What follows belongs to an exercise in optimizing a design on an open flow for small area, a short achievable clock period and few clock cycles per item; a production flow would make more cautious choices. At most, simulation tests tie the RTL to the original design; equivalence was not proved. Only the layout flow was run in runs 2 to 4; the RTL was not checked for function there. No activity file was given, so power comes from the tool's default toggle rates.

--- constraint.sdc ---
create_clock -name core_clock -period 4.5 [get_ports {clk100}]
set_input_delay 0.9000 -clock core_clock [delete_from_list [all_inputs] [get_ports {clk100}]]
set_output_delay 0.9000 -clock core_clock [all_outputs]
set_load 0.01 [all_outputs]
--- config.mk ---
export PLATFORM = sky130hd
export DESIGN_NAME = tri_setup_top
export DESIGN_NICKNAME = tri_setup_top
export VERILOG_FILES = /design/flow/design.v
export SDC_FILE = /design/flow/constraint.sdc
export NUM_CORES = 4
export LEC_CHECK = 0
export ABC_AREA = 1
export CAP_MARGIN = 0
export CORE_MARGIN = 2
export CORE_UTILIZATION = 40
export SETUP_SLACK_MARGIN = 0.8
export SLEW_MARGIN = 0
--- run.sh ---
#!/bin/bash
# synth_recipe.tcl (not shown) runs the flow's synth.tcl, then flattens the netlist and writes it again
# the make line also repeats each setting of config.mk as NAME=value (left out here)
make -C /OpenROAD-flow-scripts/flow DESIGN_CONFIG=/design/flow/config.mk WORK_HOME=/design/flow/orfs CLKGATE_MAP_FILE= SYNTH_SCRIPT=/design/flow/synth_recipe.tcl finish
--- design.v ---
package tri_setup_pkg;
	localparam int COORD_W   = 12;
	localparam int ROW_W     = 10;                     
	localparam int FRAC_W    = 10;
	localparam int SLOPE_W   = 24;                     
	localparam int QUOT_BITS = 22;                     
	localparam int CNT_W     = 4;                      
	localparam int HDR_W     = 2 * COORD_W + 3 * ROW_W;
	typedef logic [COORD_W-1:0] coord_t;
	typedef logic [ROW_W-1:0] row_t;
	typedef logic [COORD_W:0] delta_t;                   
	typedef logic [SLOPE_W-1:0] slope_t;
	typedef logic [QUOT_BITS-1:0] quot_t;
	typedef logic [6*COORD_W-1:0] vtx_word_t;
	typedef logic [HDR_W-1:0] tri_hdr_t;
	typedef logic [HDR_W+3*SLOPE_W-1:0] tri_word_t;
endpackage
`timescale 1ns/10ps
module setup_sequencer (
	input  logic clk100,
	input  logic rst_n,
	input  logic next_frame,
	input  logic vtx_empty,
	input  logic tri_wait,
	input  logic div_last,       
	output logic idle,           
	output logic norm,           
	output logic run,
	output logic first,          
	output logic vtx_pop,
	output logic tri_push
);
	always_ff @(posedge clk100 or negedge rst_n)
	begin
		if (!rst_n)
		begin
			norm     <= 1'b0;
			first    <= 1'b0;
			run      <= 1'b0;
			tri_push <= 1'b0;
		end
		else if (next_frame)
		begin
			norm     <= 1'b0;
			first    <= 1'b0;
			run      <= 1'b0;
			tri_push <= 1'b0;
		end
		else
		begin
			norm     <= vtx_pop;
			first    <= norm;
			run      <= norm || (run && !div_last);
			tri_push <= run && div_last;
		end
	end
	assign idle    = !norm && !run && !tri_push;
	assign vtx_pop = idle && !vtx_empty && !tri_wait && !next_frame;
endmodule
`timescale 1ns/10ps
module vertex_sort (
	input  logic                      clk100,
	input  logic                      idle,
	input  tri_setup_pkg::vtx_word_t  vtx_data,
	output logic [3*(tri_setup_pkg::COORD_W+1)-1:0] dx,   
	output logic [3*(tri_setup_pkg::COORD_W+1)-1:0] dy,
	output tri_setup_pkg::tri_hdr_t   hdr,
	output logic [2:0]                ord          
);
	localparam int W = tri_setup_pkg::COORD_W;
	tri_setup_pkg::coord_t vx [0:2];
	tri_setup_pkg::coord_t vy [0:2];
	tri_setup_pkg::row_t   vr [0:2];
	logic       a_le_b;
	logic       a_le_c;
	logic       b_le_c;
	logic [1:0] i_top;
	logic [1:0] i_mid;
	logic [1:0] i_bot;
	logic       eq_ab;
	logic       eq_ac;
	logic       eq_bc;
	logic       same_row;
	tri_setup_pkg::tri_hdr_t hdr_d;
	always_comb
	begin
		for (int i = 0; i < 3; i++)
		begin
			vx[i] = vtx_data[(5-i)*W +: W];
			vy[i] = vtx_data[(2-i)*W +: W];
			vr[i] = vy[i][W-1:2];
		end
	end
	assign dx = {{1'b0, vx[1]} - {1'b0, vx[0]}, {1'b0, vx[2]} - {1'b0, vx[0]}, {1'b0, vx[2]} - {1'b0, vx[1]}};
	assign dy = {{1'b0, vy[1]} - {1'b0, vy[0]}, {1'b0, vy[2]} - {1'b0, vy[0]}, {1'b0, vy[2]} - {1'b0, vy[1]}};
	assign a_le_b = !dy[2*(W+1)+W];
	assign a_le_c = !dy[(W+1)+W];
	assign b_le_c = !dy[W];
	always_comb
	begin
		case ({a_le_b, a_le_c, b_le_c})
			3'b111:  {i_top, i_mid, i_bot} = {2'd0, 2'd1, 2'd2};
			3'b110:  {i_top, i_mid, i_bot} = {2'd0, 2'd2, 2'd1};
			3'b011:  {i_top, i_mid, i_bot} = {2'd1, 2'd0, 2'd2};
			3'b100:  {i_top, i_mid, i_bot} = {2'd2, 2'd0, 2'd1};
			3'b001:  {i_top, i_mid, i_bot} = {2'd1, 2'd2, 2'd0};
			3'b000:  {i_top, i_mid, i_bot} = {2'd2, 2'd1, 2'd0};
			default: {i_top, i_mid, i_bot} = {2'd0, 2'd1, 2'd2};   
		endcase
	end
	assign eq_ab = vr[0] == vr[1];
	assign eq_ac = vr[0] == vr[2];
	assign eq_bc = vr[1] == vr[2];
	assign same_row = (i_bot == 2'd0) ? eq_bc : ((i_bot == 2'd1) ? eq_ac : eq_ab);
	assign hdr_d = {vx[i_top], same_row ? vx[i_mid] : vx[i_top], vr[i_top], vr[i_mid], vr[i_bot]};
	always_ff @(posedge clk100)
	begin
		if (idle)
		begin
			hdr <= hdr_d;
			ord <= {a_le_b, a_le_c, b_le_c};
		end
	end
endmodule
`timescale 1ns/10ps
module slope_issue (
	input  tri_setup_pkg::delta_t            dx,
	input  tri_setup_pkg::delta_t            dy,
	output logic [tri_setup_pkg::COORD_W+1:0] w_init,    
	output logic [tri_setup_pkg::COORD_W-1:0] dvs,       
	output logic [3:0]                        lz_a,      
	output logic [3:0]                        lz_d,      
	output logic                              nz,        
	output logic                              neg
);
	localparam int W = tri_setup_pkg::COORD_W;
	logic [W-1:0] a_abs;
	logic [W-1:0] d_abs;
	logic [W-1:0] a_n;
	logic [W-1:0] d_n;
	logic [3:0]   la;
	logic [3:0]   ld;
	logic [W:0]   dx_n;
	logic [W:0]   dy_n;
	assign dx_n  = -dx;
	assign dy_n  = -dy;
	assign a_abs = dx[W] ? dx_n[W-1:0] : dx[W-1:0];
	assign d_abs = dy[W] ? dy_n[W-1:0] : dy[W-1:0];
	assign neg   = dx[W] ^ dy[W];
	always_comb
	begin
		logic [W-1:0] v;
		v = a_abs;
		la[3] = v[W-1:W-8] == '0;  if (la[3]) v = v << 8;
		la[2] = v[W-1:W-4] == '0;  if (la[2]) v = v << 4;
		la[1] = v[W-1:W-2] == '0;  if (la[1]) v = v << 2;
		la[0] = !v[W-1];           if (la[0]) v = v << 1;
		a_n = v;
	end
	always_comb
	begin
		logic [W-1:0] v;
		v = d_abs;
		ld[3] = v[W-1:W-8] == '0;  if (ld[3]) v = v << 8;
		ld[2] = v[W-1:W-4] == '0;  if (ld[2]) v = v << 4;
		ld[1] = v[W-1:W-2] == '0;  if (ld[1]) v = v << 2;
		ld[0] = !v[W-1];           if (ld[0]) v = v << 1;
		d_n = v;
	end
	assign dvs = d_n;
	assign lz_a   = la;
	assign lz_d   = ld;
	assign nz     = a_n[W-1] && d_n[W-1];
	assign w_init = (la[0] == ld[0]) ? {2'b00, a_n} : {1'b0, a_n, 1'b0};
endmodule
`timescale 1ns/10ps
module slope_divider (
	input  logic                               clk100,
	input  logic                               idle,
	input  logic                               norm,
	input  logic                               run,
	input  logic                               first,    
	input  tri_setup_pkg::delta_t              dx_in,
	input  tri_setup_pkg::delta_t              dy_in,
	input  logic [tri_setup_pkg::COORD_W+1:0]  w_norm,
	input  logic [tri_setup_pkg::COORD_W-1:0]  d_norm,
	input  logic [3:0]                         lza_norm,
	input  logic [3:0]                         lzd_norm,
	input  logic                               nz_norm,
	input  logic                               neg_norm,
	output logic [tri_setup_pkg::COORD_W+1:0]  w,        
	output logic [tri_setup_pkg::COORD_W:0]    d,        
	output logic                               neg,
	output logic                               last,     
	output logic                               step,     
	output logic [1:0]                         digit
);
	localparam int W = tri_setup_pkg::COORD_W;
	logic [W+1:0] d3;
	logic [W+2:0] r1;
	logic [W+2:0] r2;
	logic [W+2:0] r3;
	logic [W-1:0] rest;
	logic [3:0]   cnt;       
	logic [3:0]   lza;
	logic         nz;
	logic [4:0]   c;
	logic [3:0]   steps;
	logic         hold;
	assign r1 = {1'b0, w} - {3'b000, d[W-1:0]};
	assign r2 = {1'b0, w} - {2'b00, d[W-1:0], 1'b0};
	assign r3 = {1'b0, w} - {1'b0, d3};
	always_comb
	begin
		if (!r3[W+2] && !first)
		begin
			digit = 2'd3;
			rest  = r3[W-1:0];
		end
		else if (!r2[W+2])
		begin
			digit = 2'd2;
			rest  = r2[W-1:0];
		end
		else if (!r1[W+2])
		begin
			digit = 2'd1;
			rest  = r1[W-1:0];
		end
		else
		begin
			digit = 2'd0;
			rest  = w[W-1:0];
		end
	end
	assign c     = 5'd11 + {1'b0, cnt} - {1'b0, lza};
	assign steps = 4'((c + 5'd1) >> 1);
	assign hold  = nz && (cnt[0] != lza[0]);
	assign last  = first ? (!nz || (!hold && steps == 4'd1)) : (cnt <= 1);
	assign step  = run && (first ? (nz && !hold) : (cnt != 0));
	always_ff @(posedge clk100)
	begin
		if (idle)
		begin
			w <= {dx_in[W], dx_in};
			d <= dy_in;
		end
		else if (norm)
		begin
			w    <= w_norm;
			d    <= {1'b0, d_norm};
			cnt  <= lzd_norm;
			lza  <= lza_norm;
			nz   <= nz_norm;
			neg  <= neg_norm;
		end
		else if (run)
		begin
			if (first)
			begin
				d3 <= {1'b0, d[W-1:0]} + {d[W-1:0], 1'b0};
				if (!nz)
					cnt <= '0;
				else if (hold)
					cnt <= steps;
				else
				begin
					w    <= {rest, 2'b00};
					cnt  <= steps - 1'b1;
				end
			end
			else if (cnt != 0)
			begin
				w    <= {rest, 2'b00};
				cnt  <= cnt - 1'b1;
			end
		end
	end
endmodule
`timescale 1ns/10ps
module slope_collect (
	input  logic                     clk100,
	input  logic                     norm,      
	input  logic [2:0]               step,      
	input  logic [5:0]               digit,     
	input  logic [2:0]               neg,
	input  logic [2:0]               ord,
	input  tri_setup_pkg::tri_hdr_t  hdr,
	output tri_setup_pkg::tri_word_t tri_data
);
	tri_setup_pkg::quot_t  quot [0:2];       
	tri_setup_pkg::slope_t s    [0:2];
	logic [1:0] i_top;
	logic [1:0] i_mid;
	logic [1:0] i_bot;
	logic [1:0] src [0:2];
	always_comb
	begin
		case (ord)
			3'b111:  {i_top, i_mid, i_bot} = {2'd0, 2'd1, 2'd2};
			3'b110:  {i_top, i_mid, i_bot} = {2'd0, 2'd2, 2'd1};
			3'b011:  {i_top, i_mid, i_bot} = {2'd1, 2'd0, 2'd2};
			3'b100:  {i_top, i_mid, i_bot} = {2'd2, 2'd0, 2'd1};
			3'b001:  {i_top, i_mid, i_bot} = {2'd1, 2'd2, 2'd0};
			3'b000:  {i_top, i_mid, i_bot} = {2'd2, 2'd1, 2'd0};
			default: {i_top, i_mid, i_bot} = {2'd0, 2'd1, 2'd2};
		endcase
	end
	assign src[2] = i_mid;
	assign src[1] = i_bot;
	assign src[0] = i_top;
	for (genvar e = 0; e < 3; e++)
	begin : g_quot
		logic       e_step;
		logic [1:0] e_digit;
		logic       e_neg;
		tri_setup_pkg::slope_t q;
		always_comb
		begin
			case (src[e])
				2'd0:    {e_step, e_digit, e_neg} = {step[0], digit[1:0], neg[0]};
				2'd1:    {e_step, e_digit, e_neg} = {step[1], digit[3:2], neg[1]};
				default: {e_step, e_digit, e_neg} = {step[2], digit[5:4], neg[2]};
			endcase
		end
		logic [11:1] low;
		logic        neg_r;              
		logic [tri_setup_pkg::SLOPE_W-1:0] below;
		always_ff @(posedge clk100)
			neg_r <= e_neg;
		always_ff @(posedge clk100)
		begin
			if (norm)
			begin
				quot[e] <= '0;
				low     <= '0;
			end
			else if (e_step)
			begin
				quot[e] <= {quot[e][tri_setup_pkg::QUOT_BITS-3:0], e_digit};
				low     <= {low[10:1], 1'b0} | {11{e_digit != 2'd0}};
			end
		end
		always_comb
		begin
			below[0] = 1'b0;
			for (int i = 1; i < tri_setup_pkg::SLOPE_W; i++)
				if (i >= 2 * 11)
					below[i] = low[11];
				else if (i % 2 == 0)
					below[i] = low[i / 2];
				else if (i == 1)
					below[i] = quot[e][0];
				else
					below[i] = low[i / 2] || quot[e][i - 1];
		end
		assign q    = {{(tri_setup_pkg::SLOPE_W-tri_setup_pkg::QUOT_BITS){1'b0}}, quot[e]};
		assign s[e] = q ^ (below & {tri_setup_pkg::SLOPE_W{neg_r}});
	end
	assign tri_data = {hdr, s[2], s[1], s[0]};
endmodule
`timescale 1ns/10ps
module tri_setup_top (
	input  logic                     clk100,
	input  logic                     rst_n,
	input  logic                     next_frame,
	input  tri_setup_pkg::vtx_word_t vtx_data,
	input  logic                     vtx_empty,
	input  logic                     tri_wait,
	output logic                     vtx_pop,
	output tri_setup_pkg::tri_word_t tri_data,
	output logic                     tri_push
);
	localparam int W  = tri_setup_pkg::COORD_W;
	localparam int CW = tri_setup_pkg::CNT_W;
	logic                    idle;
	logic                    norm;
	logic                    run;
	logic                    first;
	logic [3*(W+1)-1:0]      dx;
	logic [3*(W+1)-1:0]      dy;
	tri_setup_pkg::tri_hdr_t hdr;
	logic [2:0]              ord;
	logic [W+1:0]            w    [0:2];
	logic [W:0]              d    [0:2];
	logic [2:0]              neg;
	logic [2:0]              last;
	logic [2:0]              step;
	logic [5:0]              digit;
	vertex_sort u_sort (
		.clk100   (clk100),
		.idle     (idle),
		.vtx_data (vtx_data),
		.dx       (dx),
		.dy       (dy),
		.hdr      (hdr),
		.ord      (ord)
	);
	for (genvar k = 0; k < 3; k++)
	begin : g_edge
		logic [W+1:0]  w_norm;
		logic [W-1:0]  d_norm;
		logic [3:0]    lza_norm;
		logic [3:0]    lzd_norm;
		logic          nz_norm;
		logic          neg_norm;
		slope_issue u_issue (
			.dx     (w[k][W:0]),
			.dy     (d[k]),
			.w_init (w_norm),
			.dvs    (d_norm),
			.lz_a   (lza_norm),
			.lz_d   (lzd_norm),
			.nz     (nz_norm),
			.neg    (neg_norm)
		);
		slope_divider u_div (
			.clk100   (clk100),
			.idle     (idle),
			.norm     (norm),
			.run      (run),
			.first    (first),
			.dx_in    (dx[k*(W+1) +: W+1]),
			.dy_in    (dy[k*(W+1) +: W+1]),
			.w_norm   (w_norm),
			.d_norm   (d_norm),
			.lza_norm (lza_norm),
			.lzd_norm (lzd_norm),
			.nz_norm  (nz_norm),
			.neg_norm (neg_norm),
			.w        (w[k]),
			.d        (d[k]),
			.neg      (neg[k]),
			.last     (last[k]),
			.step     (step[k]),
			.digit    (digit[2*k +: 2])
		);
	end
	setup_sequencer u_seq (
		.clk100     (clk100),
		.rst_n      (rst_n),
		.next_frame (next_frame),
		.vtx_empty  (vtx_empty),
		.tri_wait   (tri_wait),
		.div_last   (&last),
		.idle       (idle),
		.norm       (norm),
		.run        (run),
		.first      (first),
		.vtx_pop    (vtx_pop),
		.tri_push   (tri_push)
	);
	slope_collect u_collect (
		.clk100   (clk100),
		.norm     (norm),
		.step     (step),
		.digit    (digit),
		.neg      (neg),
		.ord      (ord),
		.hdr      (hdr),
		.tri_data (tri_data)
	);
endmodule
==> flow_metrics.tcl, run 1 <==
set metrics [dict create \
    io_buffers 204 \
    synthMuxAreaShare_pct 0.6673 \
    yosysWarnings 14 \
    final_nets 4907 \
    gp_congestion 0.9729 \
    first_global_vias 27600 \
    grt_start_max_net_pins 56 \
    grt_pass1_wl_um 157500 \
    drv_slew 0 \
    ios 205 \
    wl_per_cell_um 18.62 \
    clk_pin_slew_ps 60 \
    layout-drive-gt1-share_pct 10.64 \
    yosysTopAreaCellShare_pct 20.76 \
    worst_slew_margin_rel_pct 38.36 \
    rows 101 \
    synth_area_leaders "edfxtp_1, nand2_1, ha_1, dfxtp_1, inv_1" \
    critPathMaxFanout 8 \
    drtIter0Drc 2441 \
    fillers 7657 \
    worstMarginPinSlew_ps 923.3 \
    drcViolationCount 0 \
    yosysSeqAreaShare_pct 27.81 \
    ir_drop_mv 0.2775 \
    syn-mean-instance-area_um2 7.151 \
    min_path_type "reg2reg" \
    hold_viol_final 0 \
    setup_viol 0 \
    status "finished clean" \
    dp.final_hpwl_um 80330 \
    clk_path_buf_depth 3 \
    vias 29820 \
    dieArea_um2 78160 \
    overflow 0 \
    place_area_um2 33870 \
    wl_um 103000 \
    clock_skew_ps 44.18 \
    path_class "in2reg" \
    synth-simple-area-share_pct 26.70 \
    final_cell_mix "nand2_1, inv_1, nand3_1" \
    firstDrtPassIters 6 \
    cts_tree "built" \
    ant_nets 0 \
    clk_latency_ps 620 \
    antenna_found_initial 14 \
    ys.flop_type "edfxtp_1" \
    cts_max_level 2 \
    min_period_over_period_pct 80.39 \
    synth_top_area_cell "edfxtp_1" \
    synthCells 4248 \
    cp-start-kind "primary input" \
    p_leak_nw 16.96 \
    cp-end-kind "flop" \
    cts_buffers 43 \
    async_reset_ff_share_pct 1.266 \
    powerDensity_nw_per_um2 650.2 \
    initial_core_util_pct 40.20 \
    crit_required_ps 4850 \
    core-area_um2 75570 \
    multi_input_area_um2 19700 \
    fin_total_pwr_w 0.02352 \
    synth_cell_types 64 \
    cts_root_buf "clkbuf_16" \
    stdcell_area_um2 36170 \
    regArea_um2 8452 \
    arrival_ps 3970 \
    syn_area_um2 30380 \
    synth_compound_area_share_pct 16.27 \
    die_w_um 279.6 \
    cts_sinks 316 \
    syn_nets 4642 \
    grtUsageTotal_pct 25.72 \
    area_growth_pct 19.07 \
    whs_ps 492.1 \
    synth_edf_count 210 \
    holdBufCountCts 0 \
    ys_seq_elements 316 \
    via_per_inst 5.392 \
    synthAdderAreaFrac_pct 13.58 \
    maxCapViolCount 0 \
    fmax_mhz 276.4 \
    period_minus_slack_ps 3618 \
    synthXorXnorAreaFrac_pct 6.055 \
    rsz0062_at_grt "false" \
    synth_top_family_by_area "simple AND/OR/NAND/NOR gates" \
    die_h_um 279.6 \
    mostFrequentLayoutCell "nand2_1" \
]
==> registers in the layout, summed over array words and instances, names as in the netlist <==
signal and count:
u_sort.ord 3, u_collect.quot 66, g_edge.u_div.d3 42, g_edge.u_div.d 39, g_edge.u_div.lza 12, u_sort.hdr 54, u_seq.tri_push 1, u_collect.g_quot.neg_r 3
u_seq.norm 1, u_seq.run 1, u_collect.g_quot.low 33, g_edge.u_div.neg 3, u_seq.first 1, g_edge.u_div.w 42, g_edge.u_div.cnt 12, g_edge.u_div.nz 3
==> cell usage after synthesis, types with 17 or more instances <==
cell type and count:
nand3_1 331, o21ai_1 21, o22ai_1 20, o221ai_1 30, inv_2 31, dfxtp_1 102, fa_1 21, ha_1 296
a21oi_1 269, nand2_1 1037, nor2_2 20, xnor2_1 104, o21ai_0 308, edfxtp_1 210, o211ai_1 61, a31oi_1 28
nand2_2 40, buf_4 22, inv_1 508, clkbuf_1 71, nand4_1 29, xor2_1 106, nor2_1 308, nor3_1 17
mux2i_1 18, o21bai_1 30
==> cells by family (layout without fill, tap and decap cells) <==
logic type,after synthesis,in the layout
simple gates,1868,1870
buf+inv,671,969
other cells,0,4
compound gates,846,846
mux,20,20
xor+xnor,210,210
fa+ha+maj,317,317
flops,316,316
==> per-stage QoR <==
| stage | worst slack (ps) | setup TNS [ps] | util, % | cells |
|---|---|---|---|---|
| 6_report | 882.4 | 0 | 47.86 | 5530 |
| 5_1_grt | 795.6 | 0 | 47.85 | 5526 |
| 4_1_cts | 794.9 | 0 | 46.97 | 5486 |
| 3_5_place_dp | -256.5 | -5067 | 44.82 | 5401 |
| 3_3_place_gp | -233.2 | -4346 | 44.82 | 5401 |
| 2_1_floorplan | 772.7 | 0 | - | 4248 |
==> timing repair <==
action,in CTS,in global routing
setup endpoints to repair,88,123
resized for setup,26,119
buffers inserted,3,39
gates cloned,2,1
pin swaps,5,23
==> area by class of cell <==
| type | count | share of cell area (%) |
|---|---|---|
| multi-input cells | 3263 | 54.47 |
| repair buffers | 340 | 8.911 |
| flip-flops and latches | 316 | 23.37 |
| clock buffers | 52 | 3.265 |
| clock inverters | 28 | 0.7645 |
| diodes | 4 | 0.02767 |
| inverters | 549 | 5.808 |
| well taps | 978 | 3.383 |
==> worst paths after layout <==
check,start,to,slack [ps],cells past startpoint
setup / recovery,vtx_data[21],u_sort.hdr[36]$_DFFE_PP_,880,18
hold / removal,u_collect.quot[0][20]$_SDFFE_PP0P_,u_collect.quot[0][20]$_SDFFE_PP0P_,490,2
setup reg to reg,g_edge[0].u_div.w[0]$_DFFE_PP_,g_edge[0].u_div.w[10]$_DFFE_PP_,1060,16
hold reg to reg,u_collect.quot[0][20]$_SDFFE_PP0P_,u_collect.quot[0][20]$_SDFFE_PP0P_,490,2
max in group asynchronous,rst_n,u_seq.norm$_DFF_PN0_,3720,1
min in group asynchronous,rst_n,u_seq.norm$_DFF_PN0_,540,1
==> worst max-delay path: stages <==
cell and delay [ps]:
clkdlybuf4s50_1 600, inv_1 190, ha_1 370, a21oi_1 250, o21ai_4 130, nand2_2 80, nand2_2 60, nor2_4 170
buf_12 140, buf_6 120, buf_4 100, o211ai_1 70, nand2_1 100, nand2_2 70, nor2_4 160, nand3_4 230
nand3_1 140, nand2_1 70
==> routing by layer <==
metal | vias to the layer above | GRT usage, % | share of wire [%]
met5 | - | 0 | 0.12
met2 | 1051 | 39.21 | 42
met4 | 20 | 7.775 | 3.1
met1 | 13760 | 35.77 | 45
met3 | 185 | 6.339 | 9.2
li1 | 14800 | - | -
==> report_power, final <==
part | internal, W | switching (W)
combinational | 0.00588 | 0.00873
clock | 0.00207 | 0.00150
sequential | 0.00423 | 0.00111
total | 0.0122 | 0.0113
Testbench counts, summed over its fixed seeds: cycles 8,061, items 800.
==> run 2: changes to the inputs <==
--- a/design.v
+++ b/design.v
@@ -77,11 +77,10 @@
 	logic [1:0] i_top;
 	logic [1:0] i_mid;
 	logic [1:0] i_bot;
-	logic       eq_ab;
-	logic       eq_ac;
-	logic       eq_bc;
 	logic       same_row;
-	tri_setup_pkg::tri_hdr_t hdr_d;
+	tri_setup_pkg::coord_t rx [0:2];                
+	tri_setup_pkg::row_t   rr [0:2];
+	logic [2:0]            req;                     
 	always_comb
 	begin
 		for (int i = 0; i < 3; i++)
@@ -96,9 +95,22 @@
 	assign a_le_b = !dy[2*(W+1)+W];
 	assign a_le_c = !dy[(W+1)+W];
 	assign b_le_c = !dy[W];
+	always_ff @(posedge clk100)
+	begin
+		if (idle)
+		begin
+			for (int i = 0; i < 3; i++)
+			begin
+				rx[i] <= vx[i];
+				rr[i] <= vr[i];
+			end
+			ord <= {a_le_b, a_le_c, b_le_c};
+			req <= {vr[0] == vr[1], vr[0] == vr[2], vr[1] == vr[2]};
+		end
+	end
 	always_comb
 	begin
-		case ({a_le_b, a_le_c, b_le_c})
+		case (ord)
 			3'b111:  {i_top, i_mid, i_bot} = {2'd0, 2'd1, 2'd2};
 			3'b110:  {i_top, i_mid, i_bot} = {2'd0, 2'd2, 2'd1};
 			3'b011:  {i_top, i_mid, i_bot} = {2'd1, 2'd0, 2'd2};
@@ -108,19 +120,8 @@
 			default: {i_top, i_mid, i_bot} = {2'd0, 2'd1, 2'd2};   
 		endcase
 	end
-	assign eq_ab = vr[0] == vr[1];
-	assign eq_ac = vr[0] == vr[2];
-	assign eq_bc = vr[1] == vr[2];
-	assign same_row = (i_bot == 2'd0) ? eq_bc : ((i_bot == 2'd1) ? eq_ac : eq_ab);
-	assign hdr_d = {vx[i_top], same_row ? vx[i_mid] : vx[i_top], vr[i_top], vr[i_mid], vr[i_bot]};
-	always_ff @(posedge clk100)
-	begin
-		if (idle)
-		begin
-			hdr <= hdr_d;
-			ord <= {a_le_b, a_le_c, b_le_c};
-		end
-	end
+	assign same_row = req[i_bot];
+	assign hdr = {rx[i_top], same_row ? rx[i_mid] : rx[i_top], rr[i_top], rr[i_mid], rr[i_bot]};
 endmodule
 `timescale 1ns/10ps
 module slope_issue (
@@ -323,39 +324,15 @@
 				default: {e_step, e_digit, e_neg} = {step[2], digit[5:4], neg[2]};
 			endcase
 		end
-		logic [11:1] low;
-		logic        neg_r;              
-		logic [tri_setup_pkg::SLOPE_W-1:0] below;
-		always_ff @(posedge clk100)
-			neg_r <= e_neg;
 		always_ff @(posedge clk100)
 		begin
 			if (norm)
-			begin
 				quot[e] <= '0;
-				low     <= '0;
-			end
 			else if (e_step)
-			begin
 				quot[e] <= {quot[e][tri_setup_pkg::QUOT_BITS-3:0], e_digit};
-				low     <= {low[10:1], 1'b0} | {11{e_digit != 2'd0}};
-			end
-		end
-		always_comb
-		begin
-			below[0] = 1'b0;
-			for (int i = 1; i < tri_setup_pkg::SLOPE_W; i++)
-				if (i >= 2 * 11)
-					below[i] = low[11];
-				else if (i % 2 == 0)
-					below[i] = low[i / 2];
-				else if (i == 1)
-					below[i] = quot[e][0];
-				else
-					below[i] = low[i / 2] || quot[e][i - 1];
 		end
 		assign q    = {{(tri_setup_pkg::SLOPE_W-tri_setup_pkg::QUOT_BITS){1'b0}}, quot[e]};
-		assign s[e] = q ^ (below & {tri_setup_pkg::SLOPE_W{neg_r}});
+		assign s[e] = e_neg ? -q : q;
 	end
 	assign tri_data = {hdr, s[2], s[1], s[0]};
 endmodule
--- a/config.mk
+++ b/config.mk
@@ -6,8 +6,8 @@
 export NUM_CORES = 4
 export LEC_CHECK = 0
 export ABC_AREA = 1
-export CAP_MARGIN = 0
+export CAP_MARGIN = 20
 export CORE_MARGIN = 2
 export CORE_UTILIZATION = 40
-export SETUP_SLACK_MARGIN = 0.8
-export SLEW_MARGIN = 0
+export SETUP_SLACK_MARGIN = 0.5
+export SLEW_MARGIN = 20
==> run 2 against run 1 <==
  * Still clean
  * Register-to-register slack worse by 280 ps
  * Via count is 3.1% lower
  * Sequential power shrank about 10%
  * Clock-buffer cell count unchanged
  * Global-route usage is 0.71 points lower
  * Non-clock buffer count shrank 42
  * Synthesized area down 2.4%
  * Critical endpoint is now tri_data[109]
  * Largest cell class unchanged
  * Clock skew fell by 7.2 ps
  * Maximum frequency down 12%
==> flow_metrics.tcl, run 2 <==
set metrics [dict create \
    layout-drive-gt1-share_pct 9.697 \
    holdBufCountCts 0 \
    vias 28900 \
    maxCapViolCount 0 \
    antenna_found_initial 6 \
    ios 205 \
    cts_tree "built" \
    final_core_util_pct 47.53 \
    clock_skew_ps 36.96 \
    top_usage_layer "met2" \
    stdcell_area_um2 34790 \
    powerDensity_nw_per_um2 642.5 \
    use_met3_pct 3.211 \
    min_period_over_period_pct 91.26 \
    yosysMostFrequentCell "nand2_1" \
    synth_cell_types 69 \
    cp-start-kind "flop" \
    whs_ps 497.0 \
    period_minus_slack_ps 4107 \
    reg2reg_from "g_edge[2].u_div.d[2]$_DFFE_PN_" \
    finalSetupTns_ps 0 \
    yosysWarnings 16 \
    combPwrFrac_pct 65.1 \
    syn_area_um2 29640 \
    finalNonFillerCells 5345 \
    io_buffers 204 \
    synth_top_area_cell "edfxtp_1" \
    cts_max_level 2 \
    die_h_um 276.2 \
    crit_required_ps 3600 \
    fillers 7330 \
    area_growth_pct 17.40 \
    clkPwrFrac_pct 13.5 \
    core-area_um2 73210 \
    firstDrtPassIters 5 \
    overflow 0 \
    first_global_vias 26520 \
    syn_nets 4511 \
    placed_cells 5227 \
    worst_slew_margin_rel_pct 36.58 \
    gp_congestion 0.9426 \
    top_register "u_collect.quot" \
    clk_pin_slew_ps 60 \
    setup_viol 0 \
    yosysTopAreaCellShare_pct 22.80 \
    swShare_pct 50.70 \
    fmax_mhz 243.5 \
    clk_path_buf_depth 3 \
    via_per_inst 5.406 \
    grt_start_max_net_pins 64 \
    min_path_type "reg2reg" \
    drv_slew 0 \
    async_reset_ff_share_pct 1.356 \
    wl_um 98730 \
    ys.flop_type "edfxtp_1" \
    ant_nets 0 \
    synth_edf_count 225 \
    arrival_ps 3210 \
    p_leak_nw 16.71 \
    synth_area_leaders "edfxtp_1, ha_1, nand2_1, inv_1, a21oi_1" \
    drcViolationCount 0 \
    r2r_slack_ps 780 \
    cp-end-kind "primary output" \
    ys_seq_elements 295 \
    place_area_um2 32770 \
    die_w_um 276.2 \
    mostFrequentLayoutCell "nand2_1" \
    hold_viol_final 0 \
    rows 99 \
    wl_per_cell_um 18.47 \
    final_nets 4749 \
    reg2regPathDepth 20 \
    largest_reg_flops 66 \
    met1_usage_pct 35.57 \
    cts_root_buf "clkbuf_16" \
    r2r_end "g_edge[2].u_div.w[3]$_DFFE_PP_" \
    final_cell_mix "nand2_1, inv_1, a21oi_1" \
    drtIter0Drc 2592 \
    path_class "reg2out" \
    yosysSeqAreaShare_pct 27.59 \
    clk_latency_ps 580 \
    dp.final_hpwl_um 78150 \
    cts_buffers 39 \
    cts_sinks 295 \
    top_regs "u_collect.quot x66, g_edge.u_div.d3 x42, g_edge.u_div.w x42" \
    switching_power_w 0.01133 \
    min_delay_worst_endpoint "u_collect.quot[0][19]$_SDFFE_PP0P_" \
    rsz0062_at_grt "true" \
    grtUsageTotal_pct 25.01 \
    sequentialPowerShare_pct 21.4 \
    status "finished clean" \
    critPathMaxFanout 8 \
    synthTopCellsByCount "nand2_1, inv_1, a21oi_1, nand3_1, o21ai_0" \
    intPower_w 0.01102 \
    min_from "u_collect.quot[0][17]$_SDFFE_PP0P_" \
    grt_pass1_wl_um 151300 \
    worstMarginPinSlew_ps 950.0 \
    hold_depth 2 \
    met2_usage_pct 39.66 \
    synthCells 4116 \
    syn-mean-instance-area_um2 7.200 \
    dieArea_um2 76290 \
    initial_core_util_pct 40.48 \
    ir_drop_mv 0.2277 \
]
==> run 2: changes by cell type after synthesis, sizes merged, moves of 15 or more <==
cell / delta
nand2: -184
inv: +98
nor2: -61
xnor2: -56
xor2: +52
a21oi: +46
dfxtp: -36
o211ai: -31
nor3: +27
nand3: -23
o221ai: +20
o22ai: +20
edfxtp: +15
==> run 2: logic make-up (layout without fill, tap and decap cells) <==
logic type | after synthesis | count (layout) | synth area share, %
buffers and inverters | 751 | 1018 | 9.989
AOI/OAI and AO/OA | 903 | 903 | 17.75
DFF | 295 | 295 | 27.59
other | 0 | 3 | 0
adders and majority gates | 318 | 318 | 13.96
xor gates and xnor gates | 206 | 206 | 6.138
muxes | 13 | 13 | 0.4390
and+or+nand+nor | 1630 | 1630 | 24.13
==> run 2: critical path, stage by stage, from the launching register on <==
cell and delay (ps):
edfxtp_1 440, inv_1 80, nor2_1 50, buf_4 150
inv_1 70, nor2_1 50, a21oi_2 200, ha_4 220
clkinvlp_4 120, buf_4 150, buf_4 180, o22ai_1 110
mux2i_1 90, o21ai_1 160, clkdlybuf4s50_1 570
==> run 2: worst max path at each step <==
stage / start / endpoint / slack, ps / cells after the start
floorplan: u_sort.ord[1]$_DFFE_PP_ / tri_data[65] / 820 / 13
global route: u_sort.ord[2]$_DFFE_PP_ / tri_data[109] / 220 / 14
global placement: u_sort.ord[2]$_DFFE_PP_ / tri_data[66] / 430 / 15
detailed placement: vtx_data[48] / g_edge[2].u_div.w[10]$_DFFE_PP_ / 400 / 21
CTS: u_sort.ord[2]$_DFFE_PP_ / tri_data[85] / 280 / 15
finish: u_sort.ord[2]$_DFFE_PP_ / tri_data[109] / 390 / 14
==> run 2: repair_timing <==
item | in CTS | in global routing
pin swaps | 12 | 35
hold endpoints to repair | 0 | 0
setup buffers | 22 | 21
setup endpoints to repair | 90 | 120
gates cloned | 2 | 0
resized for setup | 106 | 153
==> run 2: per-layer routing <==
metal	routed length (µm)	vias up
met5	13	-
li1	-	14400
met2	43850	916
met3	6702	118
met4	2306	2
met1	45860	13460
==> run 2: power by group through the flow <==
stage	logic, W	clock network [W]	registers, W
after CTS	0.0143	0.00306	0.00472
after floorplan	0.0103	0	0.00436
after global placement	0.0142	0	0.00474
after global routing	0.0163	0.00315	0.00488
final	0.0146	0.00301	0.00479
after detailed placement	0.0143	0	0.00473
==> run 2: layout make-up <==
cell class,count,area [µm²],area share [%]
diodes,3,7.507,0.02158
clock buffers,52,1056,3.035
clock inverters,18,147.6,0.4243
inverters,648,2471,7.102
multi-input cells,3070,18930,54.41
flip-flops and latches,295,8192,23.54
well taps,959,1200,3.449
repair buffers,298,2775,7.976
repair inverters,2,15.01,0.04315
==> run 2: metrics by stage <==
step | worst slack, ps | power, W
finish | 393.4 | 0.02236
global route | 216.2 | 0.02433
CTS | 284.7 | 0.02208
detailed placement | 396.1 | 0.01899
global placement | 425.7 | 0.01894
floorplan | 818.2 | 0.01463
==> run 3: changes to the inputs <==
--- a/design.v
+++ b/design.v
@@ -90,8 +90,15 @@
 			vr[i] = vy[i][W-1:2];
 		end
 	end
-	assign dx = {{1'b0, vx[1]} - {1'b0, vx[0]}, {1'b0, vx[2]} - {1'b0, vx[0]}, {1'b0, vx[2]} - {1'b0, vx[1]}};
-	assign dy = {{1'b0, vy[1]} - {1'b0, vy[0]}, {1'b0, vy[2]} - {1'b0, vy[0]}, {1'b0, vy[2]} - {1'b0, vy[1]}};
+	function automatic tri_setup_pkg::delta_t sgn_mag(input tri_setup_pkg::coord_t a, input tri_setup_pkg::coord_t b);
+		tri_setup_pkg::delta_t fwd;
+		tri_setup_pkg::delta_t rev;
+		fwd = {1'b0, b} - {1'b0, a};
+		rev = {1'b0, a} - {1'b0, b};
+		sgn_mag = {fwd[W], fwd[W] ? rev[W-1:0] : fwd[W-1:0]};
+	endfunction
+	assign dx = {sgn_mag(vx[0], vx[1]), sgn_mag(vx[0], vx[2]), sgn_mag(vx[1], vx[2])};
+	assign dy = {sgn_mag(vy[0], vy[1]), sgn_mag(vy[0], vy[2]), sgn_mag(vy[1], vy[2])};
 	assign a_le_b = !dy[2*(W+1)+W];
 	assign a_le_c = !dy[(W+1)+W];
 	assign b_le_c = !dy[W];
@@ -141,12 +148,8 @@
 	logic [W-1:0] d_n;
 	logic [3:0]   la;
 	logic [3:0]   ld;
-	logic [W:0]   dx_n;
-	logic [W:0]   dy_n;
-	assign dx_n  = -dx;
-	assign dy_n  = -dy;
-	assign a_abs = dx[W] ? dx_n[W-1:0] : dx[W-1:0];
-	assign d_abs = dy[W] ? dy_n[W-1:0] : dy[W-1:0];
+	assign a_abs = dx[W-1:0];
+	assign d_abs = dy[W-1:0];
 	assign neg   = dx[W] ^ dy[W];
 	always_comb
 	begin
@@ -243,7 +246,7 @@
 	begin
 		if (idle)
 		begin
-			w <= {dx_in[W], dx_in};
+			w <= {1'b0, dx_in};
 			d <= dy_in;
 		end
 		else if (norm)
==> run 3 against run 2 <==
  * Maximum frequency is 0.64% higher
  * Die area rose by 5.6%
  * Utilization fell by 0.59 points
  * Register-to-register slack gained 30 ps
  * Largest power group unchanged
  * Power shrank 1.5%
  * Still clean on timing, DRC and antenna
  * Critical path depth fell by 1
  * Sequential share of layout area down 1.1 points
  * Clock-buffer cell count is 3 lower
==> flow_metrics.tcl, run 3 <==
set metrics [dict create \
    synthTopCellsByCount "nand2_1, inv_1, a21oi_1, ha_1, o21ai_0" \
    yosysTopAreaCellShare_pct 21.27 \
    finalSetupTns_ps 0 \
    synth_area_leaders "edfxtp_1, ha_1, nand2_1, inv_1, a21oi_1" \
    maxCapViolCount 0 \
    hold_viol_final 0 \
    clk_pin_slew_ps 60 \
    arrival_ps 3180 \
    cts_root_buf "clkbuf_16" \
    multi_input_area_um2 20390 \
    worst-path-stages 13 \
    dieArea_um2 80600 \
    syn-mean-instance-area_um2 6.976 \
    top_register "u_collect.quot" \
    r2r_slack_ps 810 \
    cp_slowest_cell "clkdlybuf4s50_1" \
    crit_path_frequent_cell "inv_2" \
    crit_family "buffers and inverters" \
    worst_slew_margin_rel_pct 29.70 \
    ios 205 \
    drv_slew 0 \
    antenna_found_initial 0 \
    via_per_inst 5.375 \
    wl_per_cell_um 19.03 \
    rsz0062_at_grt "true" \
    io_buffers 204 \
    cp-endpoint "tri_data[110]" \
    vias 31020 \
    crit_required_ps 3600 \
    initial_core_util_pct 40.45 \
    synth_cell_types 59 \
    crit_chain "buf_4 -> nor2_2 -> inv_2 -> nand2_4 -> o22ai_4 -> inv_2 -> ha_2 -> clkinvlp_4 -> buf_12 -> o22ai_1 -> mux2i_1 -> o21ai_0 -> clkdlybuf4s50_1" \
    final_cell_mix "nand2_1, inv_1, a21oi_1" \
    yosysWarnings 16 \
    cpPeakStageDelay_ps 550 \
    clock_skew_ps 29.57 \
    area_growth_pct 16.04 \
    drcViolationCount 0 \
    ys.flop_type "edfxtp_1" \
    synth_edf_count 222 \
    syn_area_um2 31340 \
    die_w_um 283.9 \
    grtUsageTotal_pct 26.44 \
    final_core_util_pct 46.94 \
    rows 102 \
    overflow 0 \
    cp-start-kind "flop" \
    first_global_vias 29070 \
    worst-path-buf-inv 6 \
    holdBufCountCts 0 \
    firstDrtPassIters 6 \
    crit_start "u_sort.ord[0]$_DFFE_PP_" \
    yosysSeqAreaShare_pct 26.00 \
    die_h_um 283.9 \
    path_class "reg2out" \
    gp_congestion 0.9753 \
    mostFrequentLayoutCell "nand2_1" \
    yosysMostFrequentCell "nand2_1" \
    clk_path_buf_depth 3 \
    period_minus_slack_ps 4081 \
    cts_tree "built" \
    async_reset_ff_share_pct 1.356 \
    final_nets 5147 \
    ys_seq_elements 295 \
    dp.final_hpwl_um 87570 \
    setup_viol 0 \
    synth_top_area_cell "edfxtp_1" \
    num_antenna_cells 0 \
    powerDensity_nw_per_um2 605.6 \
    reg2reg_from "g_edge[0].u_div.d[10]$_DFFE_PN_" \
    cp-end-kind "primary output" \
    cts_max_level 2 \
    layout-drive-gt1-share_pct 6.406 \
    cts_buffers 39 \
    grt_pass1_wl_um 169100 \
    critPathMaxFanout 17 \
    p_leak_nw 17.72 \
    ant_nets 0 \
    wl_um 109800 \
    fillers 7977 \
    min_path_type "reg2reg" \
    r2r_end "g_edge[0].u_div.d[5]$_DFFE_PN_" \
    ir_drop_mv 0.2798 \
    regArea_um2 8152 \
    synthCells 4492 \
    core-area_um2 77470 \
    clk_latency_ps 580 \
    syn_nets 4938 \
    cts_sinks 295 \
    largest_reg_flops 66 \
    reg2regPathDepth 15 \
    status "finished clean" \
    whs_ps 485.3 \
    top_regs "u_collect.quot x66, g_edge.u_div.d3 x42, g_edge.u_div.w x42" \
    fmax_mhz 245.1 \
    worstMarginPinSlew_ps 1055 \
    drtIter0Drc 2583 \
    grt_start_max_net_pins 135 \
    min_period_over_period_pct 90.68 \
]
-- run 3: cell types whose count changed in the layout (fill, tap and decap cells not counted), sizes merged, moves of 19 or more --
cell   previous run  this run
nor2            281       313
a21oi           321       383
ha              297       342
o21ai           326       382
nand2           904      1101
xor2            158       139
-- run 3: tightest hold or removal path, delay by kind of cell (launching register included) --
family | cells | cell delay, ps
buf+inv | 1 | 60
compound gates | 1 | 50
flops | 1 | 340
-- run 3: logic make-up after synthesis --
kind of cell             share of synthesized area, %
XOR/XNOR                                        5.310
multiplexers                                   0.3833
flip-flops                                      26.00
AND/OR/NAND/NOR                                 24.52
adder cells (fa/ha/maj)                         15.38
buffers and inverters                           9.774
AO/OA/AOI/OAI                                   18.63
-- run 3: where the power goes --
| group | leakage [nW] | switching [W] | internal [W] |
|---|---|---|---|
| logic | 14.3 | 0.00874 | 0.00536 |
| clock network | 0.619 | 0.00133 | 0.00187 |
| registers | 2.84 | 0.000936 | 0.00378 |
| total | 17.7 | 0.0110 | 0.0110 |
-- run 3: cell type report --
class / count / share of cell area (%)
Multi-Input combinational cell: 3418 / 56.07
Sequential cell: 295 / 22.42
Timing Repair Buffer: 292 / 7.632
Inverter: 655 / 6.796
Tap cell: 1040 / 3.579
Clock buffer: 49 / 2.959
Clock inverter: 21 / 0.5471
-- run 3: worst min-delay path by stage --
stage | from | end | slack, ps | cells after the start
after global routing | u_collect.quot[0][17]$_SDFFE_PP0P_ | u_collect.quot[0][19]$_SDFFE_PP0P_ | 520 | 2
after global placement | u_collect.quot[0][17]$_SDFFE_PP0P_ | u_collect.quot[0][19]$_SDFFE_PP0P_ | 480 | 2
after CTS | u_collect.quot[0][17]$_SDFFE_PP0P_ | u_collect.quot[0][19]$_SDFFE_PP0P_ | 490 | 2
after detailed placement | u_collect.quot[0][17]$_SDFFE_PP0P_ | u_collect.quot[0][19]$_SDFFE_PP0P_ | 490 | 2
after floorplan | u_collect.quot[0][17]$_SDFFE_PP0P_ | u_collect.quot[0][19]$_SDFFE_PP0P_ | 460 | 2
final | u_collect.quot[0][17]$_SDFFE_PP0P_ | u_collect.quot[0][19]$_SDFFE_PP0P_ | 490 | 2
-- run 3: layer usage --
layer,wire (µm),up-vias,global-route usage [%]
met5,0,-,0
met2,48350,1127,41.81
met1,49780,14240,36.91
li1,-,15480,-
met3,7692,166,3.376
met4,3993,0,9.405
-- run 3: through the flow --
step / instance area, µm² / total power [W] / worst slack [ps] / instances
after CTS: 36090 / 0.02186 / 346.5 / 5762
after global routing: 36360 / 0.02387 / 283.4 / 5770
after detailed placement: 34610 / 0.01862 / 118.3 / 5676
final: 36360 / 0.02202 / 419.5 / 5770
after global placement: 34610 / 0.01860 / 170.9 / 5676
after floorplan: 31340 / 0.01392 / 908.1 / 4492
-- run 3: timing repair --
action	CTS	global route
hold endpoints to repair	0	0
setup endpoints to repair	86	66
pin swaps	9	14
buffers inserted	16	8
resized for setup	73	69
==> run 4: changes to the inputs <==
--- a/design.v
+++ b/design.v
@@ -77,10 +77,11 @@
 	logic [1:0] i_top;
 	logic [1:0] i_mid;
 	logic [1:0] i_bot;
+	logic       eq_ab;
+	logic       eq_ac;
+	logic       eq_bc;
 	logic       same_row;
-	tri_setup_pkg::coord_t rx [0:2];                
-	tri_setup_pkg::row_t   rr [0:2];
-	logic [2:0]            req;                     
+	tri_setup_pkg::tri_hdr_t hdr_d;
 	always_comb
 	begin
 		for (int i = 0; i < 3; i++)
@@ -90,34 +91,14 @@
 			vr[i] = vy[i][W-1:2];
 		end
 	end
-	function automatic tri_setup_pkg::delta_t sgn_mag(input tri_setup_pkg::coord_t a, input tri_setup_pkg::coord_t b);
-		tri_setup_pkg::delta_t fwd;
-		tri_setup_pkg::delta_t rev;
-		fwd = {1'b0, b} - {1'b0, a};
-		rev = {1'b0, a} - {1'b0, b};
-		sgn_mag = {fwd[W], fwd[W] ? rev[W-1:0] : fwd[W-1:0]};
-	endfunction
-	assign dx = {sgn_mag(vx[0], vx[1]), sgn_mag(vx[0], vx[2]), sgn_mag(vx[1], vx[2])};
-	assign dy = {sgn_mag(vy[0], vy[1]), sgn_mag(vy[0], vy[2]), sgn_mag(vy[1], vy[2])};
+	assign dx = {{1'b0, vx[1]} - {1'b0, vx[0]}, {1'b0, vx[2]} - {1'b0, vx[0]}, {1'b0, vx[2]} - {1'b0, vx[1]}};
+	assign dy = {{1'b0, vy[1]} - {1'b0, vy[0]}, {1'b0, vy[2]} - {1'b0, vy[0]}, {1'b0, vy[2]} - {1'b0, vy[1]}};
 	assign a_le_b = !dy[2*(W+1)+W];
 	assign a_le_c = !dy[(W+1)+W];
 	assign b_le_c = !dy[W];
-	always_ff @(posedge clk100)
-	begin
-		if (idle)
-		begin
-			for (int i = 0; i < 3; i++)
-			begin
-				rx[i] <= vx[i];
-				rr[i] <= vr[i];
-			end
-			ord <= {a_le_b, a_le_c, b_le_c};
-			req <= {vr[0] == vr[1], vr[0] == vr[2], vr[1] == vr[2]};
-		end
-	end
 	always_comb
 	begin
-		case (ord)
+		case ({a_le_b, a_le_c, b_le_c})
 			3'b111:  {i_top, i_mid, i_bot} = {2'd0, 2'd1, 2'd2};
 			3'b110:  {i_top, i_mid, i_bot} = {2'd0, 2'd2, 2'd1};
 			3'b011:  {i_top, i_mid, i_bot} = {2'd1, 2'd0, 2'd2};
@@ -127,8 +108,19 @@
 			default: {i_top, i_mid, i_bot} = {2'd0, 2'd1, 2'd2};   
 		endcase
 	end
-	assign same_row = req[i_bot];
-	assign hdr = {rx[i_top], same_row ? rx[i_mid] : rx[i_top], rr[i_top], rr[i_mid], rr[i_bot]};
+	assign eq_ab = vr[0] == vr[1];
+	assign eq_ac = vr[0] == vr[2];
+	assign eq_bc = vr[1] == vr[2];
+	assign same_row = (i_bot == 2'd0) ? eq_bc : ((i_bot == 2'd1) ? eq_ac : eq_ab);
+	assign hdr_d = {vx[i_top], same_row ? vx[i_mid] : vx[i_top], vr[i_top], vr[i_mid], vr[i_bot]};
+	always_ff @(posedge clk100)
+	begin
+		if (idle)
+		begin
+			hdr <= hdr_d;
+			ord <= {a_le_b, a_le_c, b_le_c};
+		end
+	end
 endmodule
 `timescale 1ns/10ps
 module slope_issue (
@@ -138,7 +130,6 @@
 	output logic [tri_setup_pkg::COORD_W-1:0] dvs,       
 	output logic [3:0]                        lz_a,      
 	output logic [3:0]                        lz_d,      
-	output logic                              nz,        
 	output logic                              neg
 );
 	localparam int W = tri_setup_pkg::COORD_W;
@@ -148,8 +139,12 @@
 	logic [W-1:0] d_n;
 	logic [3:0]   la;
 	logic [3:0]   ld;
-	assign a_abs = dx[W-1:0];
-	assign d_abs = dy[W-1:0];
+	logic [W:0]   dx_n;
+	logic [W:0]   dy_n;
+	assign dx_n  = -dx;
+	assign dy_n  = -dy;
+	assign a_abs = dx[W] ? dx_n[W-1:0] : dx[W-1:0];
+	assign d_abs = dy[W] ? dy_n[W-1:0] : dy[W-1:0];
 	assign neg   = dx[W] ^ dy[W];
 	always_comb
 	begin
@@ -174,7 +169,6 @@
 	assign dvs = d_n;
 	assign lz_a   = la;
 	assign lz_d   = ld;
-	assign nz     = a_n[W-1] && d_n[W-1];
 	assign w_init = (la[0] == ld[0]) ? {2'b00, a_n} : {1'b0, a_n, 1'b0};
 endmodule
 `timescale 1ns/10ps
@@ -190,14 +184,14 @@
 	input  logic [tri_setup_pkg::COORD_W-1:0]  d_norm,
 	input  logic [3:0]                         lza_norm,
 	input  logic [3:0]                         lzd_norm,
-	input  logic                               nz_norm,
 	input  logic                               neg_norm,
 	output logic [tri_setup_pkg::COORD_W+1:0]  w,        
 	output logic [tri_setup_pkg::COORD_W:0]    d,        
 	output logic                               neg,
 	output logic                               last,     
 	output logic                               step,     
-	output logic [1:0]                         digit
+	output logic [1:0]                         digit,
+	output logic                               dnz       
 );
 	localparam int W = tri_setup_pkg::COORD_W;
 	logic [W+1:0] d3;
@@ -211,34 +205,21 @@
 	logic [4:0]   c;
 	logic [3:0]   steps;
 	logic         hold;
+	logic         ge1;       
+	logic         ge2;
+	logic         ge3;
 	assign r1 = {1'b0, w} - {3'b000, d[W-1:0]};
 	assign r2 = {1'b0, w} - {2'b00, d[W-1:0], 1'b0};
 	assign r3 = {1'b0, w} - {1'b0, d3};
-	always_comb
-	begin
-		if (!r3[W+2] && !first)
-		begin
-			digit = 2'd3;
-			rest  = r3[W-1:0];
-		end
-		else if (!r2[W+2])
-		begin
-			digit = 2'd2;
-			rest  = r2[W-1:0];
-		end
-		else if (!r1[W+2])
-		begin
-			digit = 2'd1;
-			rest  = r1[W-1:0];
-		end
-		else
-		begin
-			digit = 2'd0;
-			rest  = w[W-1:0];
-		end
-	end
+	assign ge1   = !r1[W+2];
+	assign ge2   = !r2[W+2];
+	assign ge3   = !r3[W+2] && !first;
+	assign digit = {ge2, ge3 || (ge1 && !ge2)};
+	assign dnz   = ge1;
+	assign rest  = ge3 ? r3[W-1:0] : (ge2 ? r2[W-1:0] : (ge1 ? r1[W-1:0] : w[W-1:0]));
 	assign c     = 5'd11 + {1'b0, cnt} - {1'b0, lza};
 	assign steps = 4'((c + 5'd1) >> 1);
+	assign nz    = d[W-1] && (w[W] || w[W-1]);
 	assign hold  = nz && (cnt[0] != lza[0]);
 	assign last  = first ? (!nz || (!hold && steps == 4'd1)) : (cnt <= 1);
 	assign step  = run && (first ? (nz && !hold) : (cnt != 0));
@@ -246,7 +227,7 @@
 	begin
 		if (idle)
 		begin
-			w <= {1'b0, dx_in};
+			w <= {dx_in[W], dx_in};
 			d <= dy_in;
 		end
 		else if (norm)
@@ -255,7 +236,6 @@
 			d    <= {1'b0, d_norm};
 			cnt  <= lzd_norm;
 			lza  <= lza_norm;
-			nz   <= nz_norm;
 			neg  <= neg_norm;
 		end
 		else if (run)
@@ -287,6 +267,7 @@
 	input  logic                     norm,      
 	input  logic [2:0]               step,      
 	input  logic [5:0]               digit,     
+	input  logic [2:0]               dnz,       
 	input  logic [2:0]               neg,
 	input  logic [2:0]               ord,
 	input  tri_setup_pkg::tri_hdr_t  hdr,
@@ -317,25 +298,50 @@
 	begin : g_quot
 		logic       e_step;
 		logic [1:0] e_digit;
+		logic       e_dnz;
 		logic       e_neg;
 		tri_setup_pkg::slope_t q;
 		always_comb
 		begin
 			case (src[e])
-				2'd0:    {e_step, e_digit, e_neg} = {step[0], digit[1:0], neg[0]};
-				2'd1:    {e_step, e_digit, e_neg} = {step[1], digit[3:2], neg[1]};
-				default: {e_step, e_digit, e_neg} = {step[2], digit[5:4], neg[2]};
+				2'd0:    {e_step, e_digit, e_dnz, e_neg} = {step[0], digit[1:0], dnz[0], neg[0]};
+				2'd1:    {e_step, e_digit, e_dnz, e_neg} = {step[1], digit[3:2], dnz[1], neg[1]};
+				default: {e_step, e_digit, e_dnz, e_neg} = {step[2], digit[5:4], dnz[2], neg[2]};
 			endcase
 		end
+		logic [11:1] low;
+		logic        neg_r;              
+		logic [tri_setup_pkg::SLOPE_W-1:0] below;
+		always_ff @(posedge clk100)
+			neg_r <= e_neg;
 		always_ff @(posedge clk100)
 		begin
 			if (norm)
+			begin
 				quot[e] <= '0;
+				low     <= '0;
+			end
 			else if (e_step)
+			begin
 				quot[e] <= {quot[e][tri_setup_pkg::QUOT_BITS-3:0], e_digit};
+				low     <= {low[10:1], 1'b0} | {11{e_dnz}};
+			end
+		end
+		always_comb
+		begin
+			below[0] = 1'b0;
+			for (int i = 1; i < tri_setup_pkg::SLOPE_W; i++)
+				if (i >= 2 * 11)
+					below[i] = low[11];
+				else if (i % 2 == 0)
+					below[i] = low[i / 2];
+				else if (i == 1)
+					below[i] = quot[e][0];
+				else
+					below[i] = low[i / 2] || quot[e][i - 1];
 		end
 		assign q    = {{(tri_setup_pkg::SLOPE_W-tri_setup_pkg::QUOT_BITS){1'b0}}, quot[e]};
-		assign s[e] = e_neg ? -q : q;
+		assign s[e] = q ^ (below & {tri_setup_pkg::SLOPE_W{neg_r}});
 	end
 	assign tri_data = {hdr, s[2], s[1], s[0]};
 endmodule
@@ -367,6 +373,7 @@
 	logic [2:0]              last;
 	logic [2:0]              step;
 	logic [5:0]              digit;
+	logic [2:0]              dnz;
 	vertex_sort u_sort (
 		.clk100   (clk100),
 		.idle     (idle),
@@ -382,7 +389,6 @@
 		logic [W-1:0]  d_norm;
 		logic [3:0]    lza_norm;
 		logic [3:0]    lzd_norm;
-		logic          nz_norm;
 		logic          neg_norm;
 		slope_issue u_issue (
 			.dx     (w[k][W:0]),
@@ -391,7 +397,6 @@
 			.dvs    (d_norm),
 			.lz_a   (lza_norm),
 			.lz_d   (lzd_norm),
-			.nz     (nz_norm),
 			.neg    (neg_norm)
 		);
 		slope_divider u_div (
@@ -406,14 +411,14 @@
 			.d_norm   (d_norm),
 			.lza_norm (lza_norm),
 			.lzd_norm (lzd_norm),
-			.nz_norm  (nz_norm),
 			.neg_norm (neg_norm),
 			.w        (w[k]),
 			.d        (d[k]),
 			.neg      (neg[k]),
 			.last     (last[k]),
 			.step     (step[k]),
-			.digit    (digit[2*k +: 2])
+			.digit    (digit[2*k +: 2]),
+			.dnz      (dnz[k])
 		);
 	end
 	setup_sequencer u_seq (
@@ -435,6 +440,7 @@
 		.norm     (norm),
 		.step     (step),
 		.digit    (digit),
+		.dnz      (dnz),
 		.neg      (neg),
 		.ord      (ord),
 		.hdr      (hdr),
--- a/config.mk
+++ b/config.mk
@@ -9,5 +9,5 @@
 export CAP_MARGIN = 20
 export CORE_MARGIN = 2
 export CORE_UTILIZATION = 40
-export SETUP_SLACK_MARGIN = 0.5
+export SETUP_SLACK_MARGIN = 1.1
 export SLEW_MARGIN = 20
==> run 4 against run 3 <==
  * Largest cell class unchanged
  * Combinational power grew 12%
  * Cell count grew 0.29%
  * Still clean
  * Hold slack worse by 21 ps
  * Critical path depth increased by 9
==> flow_metrics.tcl, run 4 <==
set metrics [dict create \
    powerDensity_nw_per_um2 633.3 \
    synthTopCellsByCount "nand2_1, inv_1, o21ai_0, nor2_1, a21oi_1" \
    rsz0062_at_grt "true" \
    clkPwrFrac_pct 13.5 \
    cp_slowest_cell "clkdlybuf4s50_1" \
    area_growth_pct 26.34 \
    ios 205 \
    final_cell_mix "nand2_1, inv_1, nor2_1" \
    die_w_um 279.8 \
    mostFrequentLayoutCell "nand2_1" \
    top_register "u_collect.quot" \
    crit_start "vtx_data[29]" \
    cp-end-kind "flop" \
    io_buffers 204 \
    dp.final_hpwl_um 82540 \
    maxCapViolCount 0 \
    clock_skew_ps 29.76 \
    drtIter0Drc 2923 \
    largest_reg_flops 66 \
    cts_sinks 313 \
    cts_tree "built" \
    finalSetupTns_ps 0 \
    vias 31070 \
    sequentialPowerShare_pct 21.5 \
    syn_nets 4722 \
    grtUsageTotal_pct 26.61 \
    status "finished clean" \
    first_global_vias 28300 \
    overflow 0 \
    setup_viol 0 \
    synth_cell_types 71 \
    via_per_inst 5.369 \
    crit_required_ps 4860 \
    clk_pin_slew_ps 60 \
    synth_edf_count 207 \
    path_class "in2reg" \
    combPwrFrac_pct 65.0 \
    reg2reg_from "g_edge[1].u_div.d[2]$_DFFE_PN_" \
    intPower_w 0.01257 \
    multi_input_area_um2 20560 \
    drv_slew 0 \
    fillers 7440 \
    cp-start-kind "primary input" \
    regArea_um2 8367 \
    period_minus_slack_ps 3503 \
    min_period_over_period_pct 77.84 \
    fmax_mhz 285.5 \
    worstMarginPinSlew_ps 917.8 \
    ys.flop_type "edfxtp_1" \
    crit_chain "clkdlybuf4s50_1 -> inv_2 -> ha_1 -> a21oi_2 -> o21ai_2 -> nand2_2 -> o21ai_2 -> buf_6 -> buf_12 -> nand2_8 -> o21ai_2 -> o21a_1 -> inv_2 -> ha_4 -> inv_6 -> buf_12 -> buf_16 -> o22ai_1 -> nand2_1 -> o21ai_2 -> nand2_4 -> nand2_2" \
    p_leak_nw 18.07 \
    holdBufCountCts 0 \
    swShare_pct 48.35 \
    syn-mean-instance-area_um2 7.031 \
    yosysSeqAreaShare_pct 27.47 \
    ant_nets 0 \
    gp_congestion 0.9888 \
    cts_root_buf "clkbuf_16" \
    yosysWarnings 14 \
    initial_core_util_pct 40.27 \
    crit_family "buffers and inverters" \
    yosysTopAreaCellShare_pct 20.43 \
    final_nets 5162 \
    worst_slew_margin_rel_pct 38.72 \
    fin_total_pwr_w 0.02435 \
    min_path_type "reg2reg" \
    syn_area_um2 30430 \
    critPathMaxFanout 6 \
    core-area_um2 75570 \
    die_h_um 279.8 \
    top_regs "u_collect.quot x66, u_sort.hdr x54" \
    grt_start_max_net_pins 93 \
    antenna_found_initial 18 \
    ys_seq_elements 313 \
    cts_max_level 2 \
    synthCells 4328 \
    async_reset_ff_share_pct 1.278 \
    firstDrtPassIters 6 \
    yosysMostFrequentCell "nand2_1" \
    grt_pass1_wl_um 162600 \
    clk_path_buf_depth 3 \
    worst-path-buf-inv 8 \
    wl_um 108400 \
    cpPeakStageDelay_ps 510 \
    ir_drop_mv 0.2791 \
    hold_viol_final 0 \
    dieArea_um2 78300 \
    drcViolationCount 0 \
    synth_area_leaders "edfxtp_1, nand2_1, ha_1, dfxtp_1, inv_1" \
    rows 101 \
    switching_power_w 0.01177 \
    clk_latency_ps 600 \
    synth_top_area_cell "edfxtp_1" \
    cts_buffers 42 \
    wl_per_cell_um 18.73 \
    crit_path_frequent_cell "o21ai_2" \
    arrival_ps 3860 \
    min_from "u_collect.g_quot[1].low[11]$_SDFFE_PP0P_" \
    layout-drive-gt1-share_pct 16.25 \
]
-- run 4: cell count changes after synthesis, sizes merged, moves of 10 or more --
cell | before | now
ha | 342 | 296
edfxtp | 222 | 207
mux2i | 12 | 0
xor2 | 139 | 123
a21o | 26 | 8
dfxtp | 69 | 102
inv | 654 | 563
nor2 | 313 | 369
xnor2 | 51 | 88
o21ai | 382 | 356
o21bai | 26 | 36
a21oi | 383 | 319
-- run 4: layer usage --
| metal | part of all wire (%) | GRT usage [%] | up-vias |
|---|---|---|---|
| met4 | 3.3 | 7.925 | 16 |
| met1 | 45 | 37.26 | 14320 |
| li1 | - | - | 15410 |
| met3 | 8.6 | 4.821 | 193 |
| met2 | 43 | 41.62 | 1129 |
| met5 | 0.091 | 0 | - |
-- run 4: final cells by class --
cell class / instances / area share, %
Clock buffer: 52 / 2.858
Multi-Input combinational cell: 3322 / 53.48
Tap cell: 978 / 3.183
Inverter: 572 / 5.813
Sequential cell: 313 / 21.76
Clock inverter: 24 / 0.5663
Timing Repair inverter: 2 / 0.03580
Antenna cell: 9 / 0.05858
Timing Repair Buffer: 515 / 12.25
-- run 4: worst paths after layout --
| path | to | slack, ps | depth (start not counted) |
|---|---|---|---|
| min in group asynchronous | u_seq.first$_DFF_PN0_ | 550 | 1 |
| setup / recovery | u_sort.hdr[33]$_DFFE_PP_ | 1000 | 22 |
| setup reg to reg | g_edge[1].u_div.w[9]$_DFFE_PP_ | 1240 | 23 |
| hold / removal | u_collect.g_quot[1].low[11]$_SDFFE_PP0P_ | 460 | 2 |
| hold reg to reg | u_collect.g_quot[1].low[11]$_SDFFE_PP0P_ | 460 | 2 |
| max in group asynchronous | u_seq.norm$_DFF_PN0_ | 3710 | 1 |
-- run 4: metrics by stage --
| stage | std cells | hold slack [ps] | setup WS [ps] | util [%] | cell area, µm² |
|---|---|---|---|---|---|
| floorplan | 4328 | 445.4 | 674.0 | - | 30570 |
| global placement | 5498 | 455.5 | -69.28 | 45.09 | 34070 |
| detailed placement | 5498 | 458.4 | -123.5 | 45.09 | 34070 |
| CTS | 5664 | 467.4 | 1040 | 48.60 | 36730 |
| global route | 5778 | 487.8 | 874.7 | 50.84 | 38420 |
| finish | 5787 | 464.5 | 997.0 | 50.87 | 38440 |
-- run 4: kinds of logic after synthesis --
kind of cell | share of synthesized area (%)
xor+xnor | 6.122
fa+ha+maj | 13.55
compound gates | 17.54
buf+inv | 9.083
flops | 27.47
simple gates | 26.24
-- run 4: repair_timing --
item                                    CTS  global route
pin swaps                                34            73
resized for setup                       191           251
endpoints found under the setup margin  181           153
endpoints found under the hold margin     0             0
gates cloned                              8             2
setup buffers                            82           112
-- run 4: power by group through the flow --
stage	Combinational (W)	Sequential (W)	Clock (W)
floorplan	0.0101	0.00488	0
global placement	0.0139	0.00534	0
detailed placement	0.0140	0.00532	0
CTS	0.0146	0.00525	0.00335
global route	0.0176	0.00534	0.00345
finish	0.0158	0.00524	0.00328
-- run 4: worst min-delay path, stage by stage, from the launching register on --
cell and delay (ps):
dfxtp_1 310, nand2_1 60, a21oi_1 50

## what the ideal ports hide
No port has a modelled driver above. Below, the same layouts with a new extraction and two added sets of constraints. Step 1 (the two cells are an assumption about what drives the block):
set clk [get_ports {clk100}]
set_driving_cell -lib_cell sky130_fd_sc_hd__clkbuf_16 $clk
set_driving_cell -lib_cell sky130_fd_sc_hd__buf_2 [delete_from_list [all_inputs] $clk]
Step 2 adds t to the input delays and takes it off the output delays; t is the mean of the earliest and latest rising clock arrival at the registers after step 1. Input paths then give back, and output paths get back, about the clock's delay inside the block. a / b / c = ideal ports / drivers / drivers and shift; a / b = the first two.
| run | t, ns | setup slack, ns | worst setup path at the end | worst register clock-pin slew, ns |
|---|---|---|---|---|
| run 1 | 0.659 | 0.882 / 0.883 / 0.268 | input to register | 0.07 / 0.07 |
| run 2 | 0.621 | 0.393 / 0.331 / 0.296 | input to register | 0.06 / 0.06 |
| run 3 | 0.625 | 0.419 / 0.359 / 0.209 | input to register | 0.07 / 0.07 |
| run 4 | 0.651 | 0.997 / 1.041 / 0.390 | input to register | 0.06 / 0.06 |
After both steps setup and hold are still met in every run listed. For run 1, which loses most, drivers alone change the setup slack by +0.001 ns; drivers and shift together by -0.614 ns.
